This is an optimization exercise on Yosys and OpenROAD, whose aim is small area, a short achievable clock period and few clock cycles per item, not a production implementation. Function was checked by simulation only, so behaviour that the tests miss may differ from the original.

<file path="run.sh">
#!/bin/bash
# synth_recipe.tcl (not shown) runs the flow's synth.tcl, then flattens the netlist and writes it again
# the make line also repeats each setting of config.mk as NAME=value (left out here)
make -C /OpenROAD-flow-scripts/flow DESIGN_CONFIG=/design/flow/config.mk WORK_HOME=/design/flow/orfs CLKGATE_MAP_FILE= SYNTH_SCRIPT=/design/flow/synth_recipe.tcl finish
</file>
<file path="config.mk">
export PLATFORM = sky130hd
export DESIGN_NAME = integer_alu_floored_division
export DESIGN_NICKNAME = integer_alu_floored_division
export VERILOG_FILES = /design/flow/design.v
export SDC_FILE = /design/flow/constraint.sdc
export NUM_CORES = 4
export LEC_CHECK = 0
export CAP_MARGIN = 20
export CORE_MARGIN = 2
export CORE_UTILIZATION = 40
export SLEW_MARGIN = 20
</file>
<file path="constraint.sdc">
create_clock -name core_clock -period 14.0 [get_ports {clk}]
set_input_delay 2.8000 -clock core_clock [delete_from_list [all_inputs] [get_ports {clk}]]
set_output_delay 2.8000 -clock core_clock [all_outputs]
set_load 0.01 [all_outputs]
</file>
<file path="design.v">
package ialu_pkg;
	localparam int unsigned XLEN = 32;
	localparam int unsigned CMDW = 4;
	localparam int unsigned DIV_BITS_PER_STAGE = 4;
	localparam int unsigned DIV_STAGES = XLEN / DIV_BITS_PER_STAGE;
	localparam logic [XLEN-1:0] HIGH_HALF_MASK = 32'hFFFF_0000;
	localparam logic [XLEN-1:0] LOW_HALF_MASK  = 32'h0000_FFFF;
	typedef enum logic [CMDW-1:0] {
		CMD_ADD = 4'd0,
		CMD_SUB = 4'd1,
		CMD_MUL = 4'd2,
		CMD_DIV = 4'd3,
		CMD_CMP = 4'd4,
		CMD_SHL = 4'd5,
		CMD_SHR = 4'd6,
		CMD_SAR = 4'd7,
		CMD_AND = 4'd8,
		CMD_OR  = 4'd9,
		CMD_XOR = 4'd10,
		CMD_NOT = 4'd11,
		CMD_LDL = 4'd12,
		CMD_LDH = 4'd13
	} cmd_t;
	typedef struct packed {
		logic [XLEN-1:0] quo;    
		logic [XLEN-1:0] rem;
		logic [XLEN-1:0] den;    
		logic [XLEN-1:0] b;      
		logic            neg_a;
		logic            neg_b;
	} div_data_t;
	typedef struct packed {
		logic [XLEN-1:0] res;
		logic            is_div;
		logic            div_zero;
		logic            fw;
		logic            rw;
	} res_info_t;
endpackage
module ialu_div_stage (
	input  ialu_pkg::div_data_t din,
	output ialu_pkg::div_data_t dout
);
	localparam int unsigned XLEN = ialu_pkg::XLEN;
	localparam int unsigned DIV_BITS_PER_STAGE = ialu_pkg::DIV_BITS_PER_STAGE;
	logic [XLEN:0]   trial;
	logic [XLEN-1:0] r;
	logic [XLEN-1:0] q;
	always_comb begin
		r = din.rem;
		q = din.quo;
		for (int i = 0; i < DIV_BITS_PER_STAGE; i++) begin
			trial = {r, q[XLEN-1]} - {1'b0, din.den};
			q = {q[XLEN-2:0], 1'b0};
			if (!trial[XLEN]) begin
				r = trial[XLEN-1:0];
				q[0] = 1'b1;
			end else begin
				r = {r[XLEN-2:0], din.quo[XLEN-1-i]};
			end
		end
		dout = din;
		dout.rem = r;
		dout.quo = q;
	end
endmodule
module ialu_front (
	input  logic [ialu_pkg::CMDW-1:0] command,
	input  logic [ialu_pkg::XLEN-1:0] operand_a,
	input  logic [ialu_pkg::XLEN-1:0] operand_b,
	output ialu_pkg::res_info_t       info,
	output ialu_pkg::div_data_t       dinit
);
	localparam int unsigned XLEN = ialu_pkg::XLEN;
	logic            big_shift;
	logic [4:0]      sh;
	logic [XLEN-1:0] fill;
	always_comb begin
		big_shift = |operand_b[XLEN-1:5];
		sh = operand_b[4:0];
		fill = {XLEN{operand_a[XLEN-1]}};
		info.res = operand_a;
		info.is_div = 1'b0;
		info.div_zero = 1'b0;
		info.fw = 1'b1;
		info.rw = 1'b1;
		case (command)
			ialu_pkg::CMD_ADD: info.res = operand_a + operand_b;
			ialu_pkg::CMD_SUB: info.res = operand_a - operand_b;
			ialu_pkg::CMD_MUL: info.res = '0;
			ialu_pkg::CMD_DIV: begin
				info.is_div = 1'b1;
				info.res = '0;
				if (operand_b == '0) begin
					info.div_zero = 1'b1;
					info.fw = 1'b0;
					info.rw = 1'b0;
				end
			end
			ialu_pkg::CMD_CMP: begin
				info.res = operand_a - operand_b;
				info.rw = 1'b0;
			end
			ialu_pkg::CMD_SHL: info.res = big_shift ? '0 : operand_a << sh;
			ialu_pkg::CMD_SHR: info.res = big_shift ? '0 : operand_a >> sh;
			ialu_pkg::CMD_SAR: info.res = big_shift ? fill : $unsigned($signed(operand_a) >>> sh);
			ialu_pkg::CMD_AND: info.res = operand_a & operand_b;
			ialu_pkg::CMD_OR:  info.res = operand_a | operand_b;
			ialu_pkg::CMD_XOR: info.res = operand_a ^ operand_b;
			ialu_pkg::CMD_NOT: info.res = ~operand_a;
			ialu_pkg::CMD_LDL: begin
				info.res = (operand_a & ialu_pkg::HIGH_HALF_MASK) | (operand_b & ialu_pkg::LOW_HALF_MASK);
				info.fw = 1'b0;
			end
			ialu_pkg::CMD_LDH: begin
				info.res = (operand_a & ialu_pkg::LOW_HALF_MASK) | {operand_b[15:0], 16'h0000};
				info.fw = 1'b0;
			end
			default: begin
				info.fw = 1'b0;
				info.rw = 1'b0;
			end
		endcase
		dinit.neg_a = operand_a[XLEN-1];
		dinit.neg_b = operand_b[XLEN-1];
		dinit.quo = operand_a[XLEN-1] ? (32'd0 - operand_a) : operand_a;
		dinit.den = operand_b[XLEN-1] ? (32'd0 - operand_b) : operand_b;
		dinit.rem = '0;
		dinit.b = operand_b;
	end
endmodule
module integer_alu_floored_division (
	input  logic                        clk,
	input  logic                        arst_n,
	input  logic                        in_valid,
	output logic                        in_ready,
	input  logic [ialu_pkg::CMDW-1:0]   command,
	input  logic [ialu_pkg::XLEN-1:0]   operand_a,
	input  logic [ialu_pkg::XLEN-1:0]   operand_b,
	output logic                        out_valid,
	input  logic                        out_ready,
	output logic [ialu_pkg::XLEN-1:0]   result_value,
	output logic [ialu_pkg::XLEN-1:0]   remainder_value,
	output logic                        negative_flag,
	output logic                        zero_flag,
	output logic                        flags_written,
	output logic                        result_written,
	output logic                        error_code
);
	localparam int unsigned XLEN = ialu_pkg::XLEN;
	localparam int unsigned DIV_STAGES = ialu_pkg::DIV_STAGES;
	localparam int unsigned NS = DIV_STAGES + 1;
	localparam int unsigned IW = 36;  
	localparam int unsigned DW = 130;  
	ialu_pkg::res_info_t info_c;
	ialu_pkg::div_data_t dinit_c;
	ialu_pkg::res_info_t mul_info;
	ialu_pkg::res_info_t i_last;
	ialu_pkg::div_data_t d_last;
	logic      is_mul_c;
	logic      adv;
	logic [NS:1]        v_s;
	logic [NS*IW-1:0]   i_s;         
	logic [NS*DW-1:0]   d_s;         
	logic [DIV_STAGES*DW-1:0] dn_c;  
	logic [XLEN-1:0] prod_s1;
	logic            mul_s1;
	logic [XLEN-1:0] qm, rm, qt, rt, fres, frem;
	ialu_front u_front (
		.command  (command),
		.operand_a(operand_a),
		.operand_b(operand_b),
		.info     (info_c),
		.dinit    (dinit_c)
	);
	assign is_mul_c = (command == ialu_pkg::CMD_MUL);
	assign adv      = !out_valid || out_ready;
	assign in_ready = adv;
	always_comb begin
		mul_info.res      = prod_s1;
		mul_info.is_div   = 1'b0;
		mul_info.div_zero = 1'b0;
		mul_info.fw       = 1'b1;
		mul_info.rw       = 1'b1;
	end
	always_ff @(posedge clk or negedge arst_n) begin
		if (!arst_n) begin
			v_s <= '0;
		end else if (adv) begin
			v_s <= {v_s[NS-1:1], in_valid};
		end
	end
	always_ff @(posedge clk) begin
		if (adv) begin
			i_s[0 +: IW] <= info_c;
			d_s[0 +: DW] <= dinit_c;
			prod_s1 <= operand_a * operand_b;
			mul_s1  <= is_mul_c;
			i_s[IW +: IW] <= mul_s1 ? mul_info : i_s[0 +: IW];
			i_s[NS*IW-1:2*IW] <= i_s[(NS-1)*IW-1:IW];
			d_s[NS*DW-1:DW] <= dn_c;
		end
	end
	for (genvar g = 0; g < DIV_STAGES; g++) begin : g_div
		ialu_div_stage u_stage (.din(d_s[g*DW +: DW]), .dout(dn_c[g*DW +: DW]));
	end
	assign i_last = i_s[(NS-1)*IW +: IW];
	assign d_last = d_s[(NS-1)*DW +: DW];
	always_comb begin
		qm = d_last.quo;
		rm = d_last.rem;
		qt = (d_last.neg_a != d_last.neg_b) ? (32'd0 - qm) : qm;
		rt = d_last.neg_a ? (32'd0 - rm) : rm;
		if (rm != '0 && d_last.neg_a != d_last.neg_b) begin
			qt = qt - 32'd1;
			rt = rt + d_last.b;
		end
		fres = i_last.res;
		frem = '0;
		if (i_last.is_div && !i_last.div_zero) begin
			fres = qt;
			frem = rt;
		end
	end
	always_ff @(posedge clk or negedge arst_n) begin
		if (!arst_n) begin
			out_valid <= 1'b0;
		end else if (adv) begin
			out_valid <= v_s[NS];
		end
	end
	always_ff @(posedge clk) begin
		if (adv) begin
			result_value    <= fres;
			remainder_value <= frem;
			negative_flag   <= fres[XLEN-1];
			zero_flag       <= (fres == '0);
			flags_written   <= i_last.fw;
			result_written  <= i_last.rw;
			error_code      <= i_last.div_zero;
		end
	end
endmodule
</file>
==> results.sh <==
export IMPL_drtPass1Iterations=9
export IMPL_rsz0062_at_grt="yes"
export IMPL_core_area_um2=337000
export IMPL_arrival_ns=14.10
export IMPL_cp_slowest_cell="o221ai_4"
export IMPL_async_flop_share=0.00656
export IMPL_syn_area_um2=136000
export IMPL_critPathCaptureType="flip-flop"
export IMPL_portBuffers=142
export IMPL_synth_compound_area_share=0.188
export IMPL_startpoint_type="flip-flop"
export IMPL_synthMuxAreaShare=0.0376
export IMPL_hold_viol_final=0
export IMPL_cts_sinks=1524
export IMPL_antenna_left=0
export IMPL_ios=143
export IMPL_synthDistinctLibCells=115
export IMPL_yosys_area_share_simple=0.132
export IMPL_grt_pass1_wl_mm=673
export IMPL_placed_cell_area_um2=157000
export IMPL_wl_mm=449
export IMPL_synth_top_flop_cell="edfxtp_1"
export IMPL_rows=213
export IMPL_period_minus_slack_ns=13.53
export IMPL_initial_core_util=0.403
export IMPL_worst_ep_required_time_ns=14.57
export IMPL_ys_seq_area_frac=0.337
export IMPL_antenna_found_initial=20
export IMPL_cts_clk_slew_worst_paths_ns=0.08
export IMPL_synth_edf_count=1514
export IMPL_ff2ff_setup_slack_ns=0.47
export IMPL_ys_warn_count=3
export IMPL_synth_adder_area_share=0.180
export IMPL_synth_top_family_by_area="compound AO/OA/AOI/OAI gates"
export IMPL_drc=0
export IMPL_cp_buffers_inverters=11
export IMPL_gr_total_overflow=0
export IMPL_clockBufferDepth=4
export IMPL_synth_xor_area_share=0.0751
export IMPL_grt_max_degree=175
export IMPL_slew_violations=0
export IMPL_globalplace_congestion=1.07
export IMPL_min_path_type="flip-flop to flip-flop"
export IMPL_cts_root_buf="clkbuf_16"
export IMPL_die_h_um=587
export IMPL_vias_per_cell=5.51
export IMPL_path_class="flip-flop to flip-flop"
export IMPL_die_w_um=587
export IMPL_layout_common_cells="buf_4, edfxtp_1, nand2_1"
export IMPL_grt_use_total=0.251
export IMPL_fin_util=0.493
export IMPL_cp_max_fo=7
export IMPL_hpwl_mm=351
export IMPL_h_tree_depth=4
export IMPL_first_global_vias=112335
export IMPL_finalCritPeriodShare=0.966
export IMPL_worstSkewPairLatency_ns=0.89
export IMPL_status="no timing/DRC/antenna violations"
export IMPL_crit_family="compound AO/OA/AOI/OAI gates"
export IMPL_fin_area_um2=166000
export IMPL_slew_headroom=0.227
export IMPL_final_common_cell="buf_4"
export IMPL_setup_violations=0
export IMPL_finalNetCount=18316
export IMPL_max_freq_mhz=73.9
export IMPL_tritoncts="built"
export IMPL_vias=116818
export IMPL_wl_per_cell_um=21.2
export IMPL_areaGrowthSynthToFinish_pct=22.4
export IMPL_cp_slowest_stage_delay_ns=0.42
export IMPL_cts_made_buffers=166
export IMPL_synth_cells=14534
export IMPL_max_cap_viol_count=0
export IMPL_drtIter0Drc=9997
export IMPL_die_area_um2=344000
export IMPL_ys_ff_latch=1524
export IMPL_skew_ns=0.0780
export IMPL_drive_above_1_share=0.190
export IMPL_tightest_slew_ns=1.16
export IMPL_syn_avg_cell_area_um2=9.34
[through the flow]
stage	cells	setup TNS [ns]	worst slack [ns]	hold WS, ns
floorplan	14548	-51.71	-0.762	0.400
global placement	20795	-95.30	-0.963	0.400
detailed placement	20795	-116.99	-1.09	0.405
CTS	21120	0	0.000600	0.394
global route	21204	-12.00	-0.280	0.398
finish	21210	0	0.475	0.391
[registers in the layout, summed over array words and instances (netlist names)]
name             count
zero_flag            1
result_written       1
error_code           1
flags_written        1
result_value        32
i_s                324
mul_s1               1
v_s                  9
remainder_value     32
d_s               1089
out_valid            1
prod_s1             32
[timing repair]
action | 4_1_cts | 5_1_grt
hold buffers | 0 | 0
setup buffers | 18 | 70
setup endpoints to repair | 198 | 231
cloned | 6 | 16
resized for setup | 110 | 382
pin swaps | 45 | 162
[worst paths after layout]
check                                end  depth (start not counted)     start
worst max register to register  d_s[977]                         69  d_s[909]
max in group asynchronous         v_s[8]                          1    arst_n
min in group asynchronous         v_s[3]                          1    arst_n
worst min-delay path            d_s[422]                          0  d_s[292]
worst min register to register  d_s[422]                          0  d_s[292]
worst max-delay path            d_s[977]                         69  d_s[909]
[cells by family (layout without fill, tap and decap cells)]
kind of cell             after synthesis  count (layout)
XOR/XNOR                            1161            1162
other                                  1              22
flip-flops                          1524            1524
AO/OA/AOI/OAI                       3955            3955
buffers and inverters               1798            3937
AND/OR/NAND/NOR                     3941            3941
adder cells (fa/ha/maj)             1692            1692
multiplexers                         462             462
[final cells by class]
| type | instances | area (um^2) |
|---|---|---|
| repair inverters | 2 | 12.5 |
| flip-flops and latches | 1524 | 45700 |
| diodes | 7 | 17.5 |
| inverters | 1288 | 4850 |
| repair buffers | 2346 | 19000 |
| clock inverters | 106 | 1080 |
| multi-input cells | 11227 | 85600 |
| fillers | 31432 | 171000 |
| well taps | 4515 | 5650 |
| clock buffers | 195 | 4280 |
[routing by layer]
metal | routed length (um) | global-route usage
met2 | 199000 | 0.397
met4 | 26100 | 0.123
met3 | 29200 | 0.0353
met5 | 90 | 0
met1 | 194000 | 0.336
[cells in the mapped netlist (all sizes together) (149+ instances only)]
| cell type | n | area share |
|---|---|---|
| a21o | 436 | 0.024 |
| edfxtp | 1514 | 0.33 |
| clkbuf | 361 | 0.010 |
| a21oi | 1113 | 0.041 |
| nor3 | 196 | 0.0073 |
| mux2 | 260 | 0.022 |
| buf | 149 | 0.0048 |
| nor2 | 1177 | 0.033 |
| mux2i | 192 | 0.014 |
| nand2b | 203 | 0.0094 |
| a211oi | 169 | 0.0094 |
| nand3 | 251 | 0.0093 |
| fa | 441 | 0.065 |
| nand2 | 1397 | 0.039 |
| o21a | 178 | 0.0098 |
| inv | 1277 | 0.035 |
| o21ai | 897 | 0.033 |
| xnor2 | 780 | 0.050 |
| ha | 1248 | 0.12 |
| xor2 | 381 | 0.025 |
| nor2b | 172 | 0.0079 |
Testbench counts, summed over its fixed seeds: cycles 16,080, items 16,000.

-- what the ideal ports hide --
In the flow no input, the clock included, has a driving cell. The finished layout below was timed again as built, in two steps.
Step 1 (the two cells are an assumption about what drives the block):
set clk [get_ports {clk}]
set_driving_cell -lib_cell sky130_fd_sc_hd__clkbuf_16 $clk
set_driving_cell -lib_cell sky130_fd_sc_hd__buf_2 [delete_from_list [all_inputs] $clk]
Step 2 adds t to the input delays and takes it off the output delays; t is the mean of the earliest and latest rising clock arrival at the registers after step 1. Input paths then give back, and output paths get back, about the clock's delay inside the block.
Three values: ideal ports, drivers, drivers and shift; two values: the first two.
t, ns: 0.945
setup WS [ns]: 0.475 / 0.475 / 0.475
hold slack, ns: 0.391 / 0.391 / 0.391
worst setup path at the end: register to register
After both steps this run still meets setup and hold. For this run, drivers alone change the setup slack by 0.000 ns; drivers and shift together by 0.000 ns.
